Source: an optimization exercise on an open RTL-to-GDS flow (aim: small area, a short achievable clock period and few clock cycles). Production flows keep margins and buffers that such runs may drop.
The RTL was checked by simulation tests, not by an equivalence proof against the original design.
The clock port is modelled as an ideal driver, which makes a skipped or thinned clock tree look cheaper than it is; a real chip needs a root buffer or a tree.
Power and IR drop assume default switching activity.

==> flow/design.v (excerpt) <==
module conv_input_feeder (
    input  logic                          i_clk,
    input  logic                          i_rst,
    input  logic                          i_start,
    input  logic [23:0]                   i_geom,
    output logic                          o_rd_en,
    output logic [15:0]                   o_rd_addr,
    input  logic [63:0]                   i_rd_data,
    output logic [81:0]                   o_feed,
    output logic                          o_busy,
    output logic                          o_done
);
Settings: LEC_CHECK=0, CAP_MARGIN=20, CORE_MARGIN=2, CORE_UTILIZATION=40, SLEW_MARGIN=20, BUFFER_PORTS_ARGS=-buffer_cell sky130_fd_sc_hd__buf_1, PRE_CTS_TCL=/design/flow/flow/manual_cts.tcl, MAN_CTS_LEAVES=8, MAN_CTS_MIDS=4, MAN_CTS_LEAF_CELL=sky130_fd_sc_hd__clkbuf_16, MAN_CTS_MID_CELL=sky130_fd_sc_hd__clkbuf_8, MAN_SIZE_OUTPUTS=1; clock period 10.0 ns.
standard.sh (not shown) runs the stock make flow with config.mk's settings and CLKGATE_MAP_FILE= SYNTH_SCRIPT=/design/flow/synth_recipe.tcl, a recipe that flattens the netlist after the stock synthesis.
==> flow/flow/run.sh <==
#!/bin/bash
# The standard layout (standard.sh, unchanged synthesis) with two changes:
#  - the port buffers are buf_2 instead of the delay cells buffer_ports
#    picks by default;
#  - clock tree: manual_cts.tcl replaces TritonCTS's H-tree with a balanced
#    two-level tree (the port drives 4 clkbuf_8, each driving 2 clkbuf_16
#    that drive one eighth of the registers, split by position).
# The tool output goes to standard.log in this folder.
set -euo pipefail
here=$(pwd)
{
  echo 'export BUFFER_PORTS_ARGS = -buffer_cell sky130_fd_sc_hd__buf_1'
  echo "export PRE_CTS_TCL = $here/flow/manual_cts.tcl"
  echo 'export MAN_CTS_LEAVES = 8'
  echo 'export MAN_CTS_MIDS = 4'
  echo 'export MAN_CTS_LEAF_CELL = sky130_fd_sc_hd__clkbuf_16'
  echo 'export MAN_CTS_MID_CELL = sky130_fd_sc_hd__clkbuf_8'
  echo 'export MAN_SIZE_OUTPUTS = 1'
} >> "$FLOW_CONFIG"
bash standard.sh > standard.log 2>&1
==> flow/flow/manual_cts.tcl <==
# Clock tree: the clock port drives a few clkbuf_16, each driving the clock
# pins of one quarter of the registers (split by x, then by y), placed at
# the quarter's centre. Replaces TritonCTS's H-tree, which puts two levels
# of buffers between the port and the registers in a design this small.
proc man_cts_split {items key} {
  set sorted [lsort -real -index $key $items]
  set n [llength $sorted]
  set h [expr {$n / 2}]
  return [list [lrange $sorted 0 [expr {$h - 1}]] [lrange $sorted $h end]]
}

proc man_cts_build {nleaf nmid leaf_cell mid_cell} {
  set block [ord::get_db_block]
  set clk_net [$block findNet i_clk]
  set leaf_master [[ord::get_db] findMaster $leaf_cell]
  set mid_master [[ord::get_db] findMaster $mid_cell]
  set sinks {}
  foreach it [$clk_net getITerms] {
    set inst [$it getInst]
    set box [$inst getBBox]
    set x [expr {([$box xMin] + [$box xMax]) / 2.0}]
    set y [expr {([$box yMin] + [$box yMax]) / 2.0}]
    lappend sinks [list $it $x $y]
  }
  puts "manual cts: [llength $sinks] clock sinks"
  set groups [list $sinks]
  while {[llength $groups] < $nleaf} {
    set next {}
    foreach g $groups {
      # split along the longer side
      set xs {}; set ys {}
      foreach s $g { lappend xs [lindex $s 1]; lappend ys [lindex $s 2] }
      set dx [expr {[tcl::mathfunc::max {*}$xs] - [tcl::mathfunc::min {*}$xs]}]
      set dy [expr {[tcl::mathfunc::max {*}$ys] - [tcl::mathfunc::min {*}$ys]}]
      set key [expr {$dx >= $dy ? 1 : 2}]
      lappend next {*}[man_cts_split $g $key]
    }
    set groups $next
  }
  # leaves at their group centres; with nmid > 0, groups of leaves share a
  # mid buffer driven by the port, else the port drives the leaves
  set leaves {}
  set i 0
  foreach g $groups {
    set sx 0.0; set sy 0.0
    foreach s $g { set sx [expr {$sx + [lindex $s 1]}]; set sy [expr {$sy + [lindex $s 2]}] }
    set cx [expr {int($sx / [llength $g])}]
    set cy [expr {int($sy / [llength $g])}]
    set inst [odb::dbInst_create $block $leaf_master "clkbuf_man_$i"]
    set net [odb::dbNet_create $block "clknet_man_$i"]
    $net setSigType CLOCK
    [$inst findITerm X] connect $net
    foreach s $g {
      set it [lindex $s 0]
      $it disconnect
      $it connect $net
    }
    $inst setLocation $cx $cy
    $inst setPlacementStatus PLACED
    lappend leaves [list $inst $cx $cy]
    puts "manual cts: clkbuf_man_$i drives [llength $g] sinks at ($cx, $cy)"
    incr i
  }
  if {$nmid == 0} {
    foreach l $leaves { [[lindex $l 0] findITerm A] connect $clk_net }
    return
  }
  set per [expr {[llength $leaves] / $nmid}]
  for {set m 0} {$m < $nmid} {incr m} {
    set part [lrange $leaves [expr {$m * $per}] [expr {($m + 1) * $per - 1}]]
    set sx 0.0; set sy 0.0
    foreach l $part { set sx [expr {$sx + [lindex $l 1]}]; set sy [expr {$sy + [lindex $l 2]}] }
    set cx [expr {int($sx / [llength $part])}]
    set cy [expr {int($sy / [llength $part])}]
    set inst [odb::dbInst_create $block $mid_master "clkbuf_man_mid_$m"]
    set net [odb::dbNet_create $block "clknet_man_mid_$m"]
    $net setSigType CLOCK
    [$inst findITerm A] connect $clk_net
    [$inst findITerm X] connect $net
    foreach l $part { [[lindex $l 0] findITerm A] connect $net }
    $inst setLocation $cx $cy
    $inst setPlacementStatus PLACED
    puts "manual cts: clkbuf_man_mid_$m drives [llength $part] leaves at ($cx, $cy)"
  }
}

rename clock_tree_synthesis orfs_clock_tree_synthesis
proc clock_tree_synthesis {args} {
  if {[info exists ::env(MAN_SIZE_OUTPUTS)] && $::env(MAN_SIZE_OUTPUTS)} { man_size_outputs }
  man_cts_build $::env(MAN_CTS_LEAVES) $::env(MAN_CTS_MIDS) $::env(MAN_CTS_LEAF_CELL) $::env(MAN_CTS_MID_CELL)
}

# Output paths: upsize the gate in front of each output port buffer and the
# flip-flops feeding it (drive strength only; the cell functions stay).
proc man_upsize {inst from to} {
  set m [$inst getMaster]
  if {[$m getName] eq $from} {
    set nm [[ord::get_db] findMaster $to]
    $inst swapMaster $nm
    return 1
  }
  return 0
}

proc man_driver_inst {iterm} {
  set net [$iterm getNet]
  if {$net eq "NULL" || $net eq ""} { return "" }
  foreach it [$net getITerms] {
    if {[$it isOutputSignal]} { return [$it getInst] }
  }
  return ""
}

proc man_size_outputs {} {
  set block [ord::get_db_block]
  set n 0
  foreach bt [$block getBTerms] {
    if {[$bt getIoType] ne "OUTPUT"} { continue }
    set net [$bt getNet]
    set buf ""
    foreach it [$net getITerms] { if {[$it isOutputSignal]} { set buf [$it getInst] } }
    if {$buf eq ""} { continue }
    set g [man_driver_inst [$buf findITerm A]]
    if {$g eq ""} { continue }
    set gm [[$g getMaster] getName]
    if {[string match *dfxtp_1 $gm]} {
      incr n [man_upsize $g sky130_fd_sc_hd__dfxtp_1 sky130_fd_sc_hd__dfxtp_2]
      continue
    }
    incr n [man_upsize $g sky130_fd_sc_hd__and2_1 sky130_fd_sc_hd__and2_2]
    foreach it [$g getITerms] {
      if {![$it isInputSignal]} { continue }
      set f [man_driver_inst $it]
      if {$f eq ""} { continue }
      incr n [man_upsize $f sky130_fd_sc_hd__dfxtp_1 sky130_fd_sc_hd__dfxtp_2]
    }
  }
  puts "manual sizing: $n cells upsized on output paths"
}
Testbench counts at the start, summed over its fixed seeds: cycles 61,088.
Change:
--- a/flow/flow/run.sh
+++ b/flow/flow/run.sh
@@ -12 +12 @@
-  echo 'export BUFFER_PORTS_ARGS = -buffer_cell sky130_fd_sc_hd__buf_1'
+  echo 'export BUFFER_PORTS_ARGS = -buffer_cell sky130_fd_sc_hd__buf_2'
--- a/flow/config.mk
+++ b/flow/config.mk
@@ -12 +12 @@
-export BUFFER_PORTS_ARGS = -buffer_cell sky130_fd_sc_hd__buf_1
+export BUFFER_PORTS_ARGS = -buffer_cell sky130_fd_sc_hd__buf_2
What happened: Wire length climbs by a few percent; area after synthesis is unchanged; clock power is about the same.
Change:
--- a/flow/flow/run.sh
+++ b/flow/flow/run.sh
@@ -7 +7,3 @@
-#    that drive one eighth of the registers, split by position).
+#    that drive one eighth of the registers, split by position), and
+#    before it the gate in front of each output port buffer and the
+#    flip-flops feeding it are given the next drive strength.
Result:
- via count is unchanged
- total power does not change
- cell count is unchanged
- worst setup slack stays the same
- combinational power barely changes
- register-to-register slack stays flat
- global-route usage does not change
- sequential cell count is unchanged
Change:
--- a/flow/flow/run.sh
+++ b/flow/flow/run.sh
@@ -7,3 +7 @@
-#    that drive one eighth of the registers, split by position), and
-#    before it the gate in front of each output port buffer and the
-#    flip-flops feeding it are given the next drive strength.
+#    that drive one eighth of the registers, split by position).
@@ -20 +17,0 @@
-  echo 'export MAN_SIZE_OUTPUTS = 1'
--- a/flow/config.mk
+++ b/flow/config.mk
@@ -18 +17,0 @@
-export MAN_SIZE_OUTPUTS = 1
Result: Die area does not change; wire length falls slightly; combinational power stays flat; power falls slightly; final area decreases slightly.
In every run of this note, the design's own scripts or RTL, not TritonCTS, make the clock network.

-- re-timing with driven ports --
The results above use ideal ports. As a check the final layouts listed here were re-extracted and re-timed, cells and wires unchanged. Step 1: set_driving_cell puts a clkbuf_16 on i_clk and a buf_2 on each other input, an assumption about the parent block. Step 2 times the ports against the registers' clock, not the clock port: input delays grow and output delays shrink by t, the midpoint of the rising clock arrivals with the driver on. a / b / c = ideal ports / drivers / drivers and shift; a / b = the first two.
run	t (ns)	setup slack, ns	hold slack, ns	clock arrival spread, ns
the first run	0.367	6.949 / 6.874 / 6.986	0.335 / 0.335 / 0.335	0.028 / 0.028
the second run	0.371	7.004 / 6.926 / 7.012	0.333 / 0.333 / 0.333	0.028 / 0.028
the third run	0.371	7.004 / 6.926 / 7.012	0.333 / 0.333 / 0.333	0.028 / 0.028
the fourth run	0.371	6.902 / 6.825 / 7.012	0.333 / 0.333 / 0.333	0.029 / 0.029
After both steps every run listed still meets setup and hold.
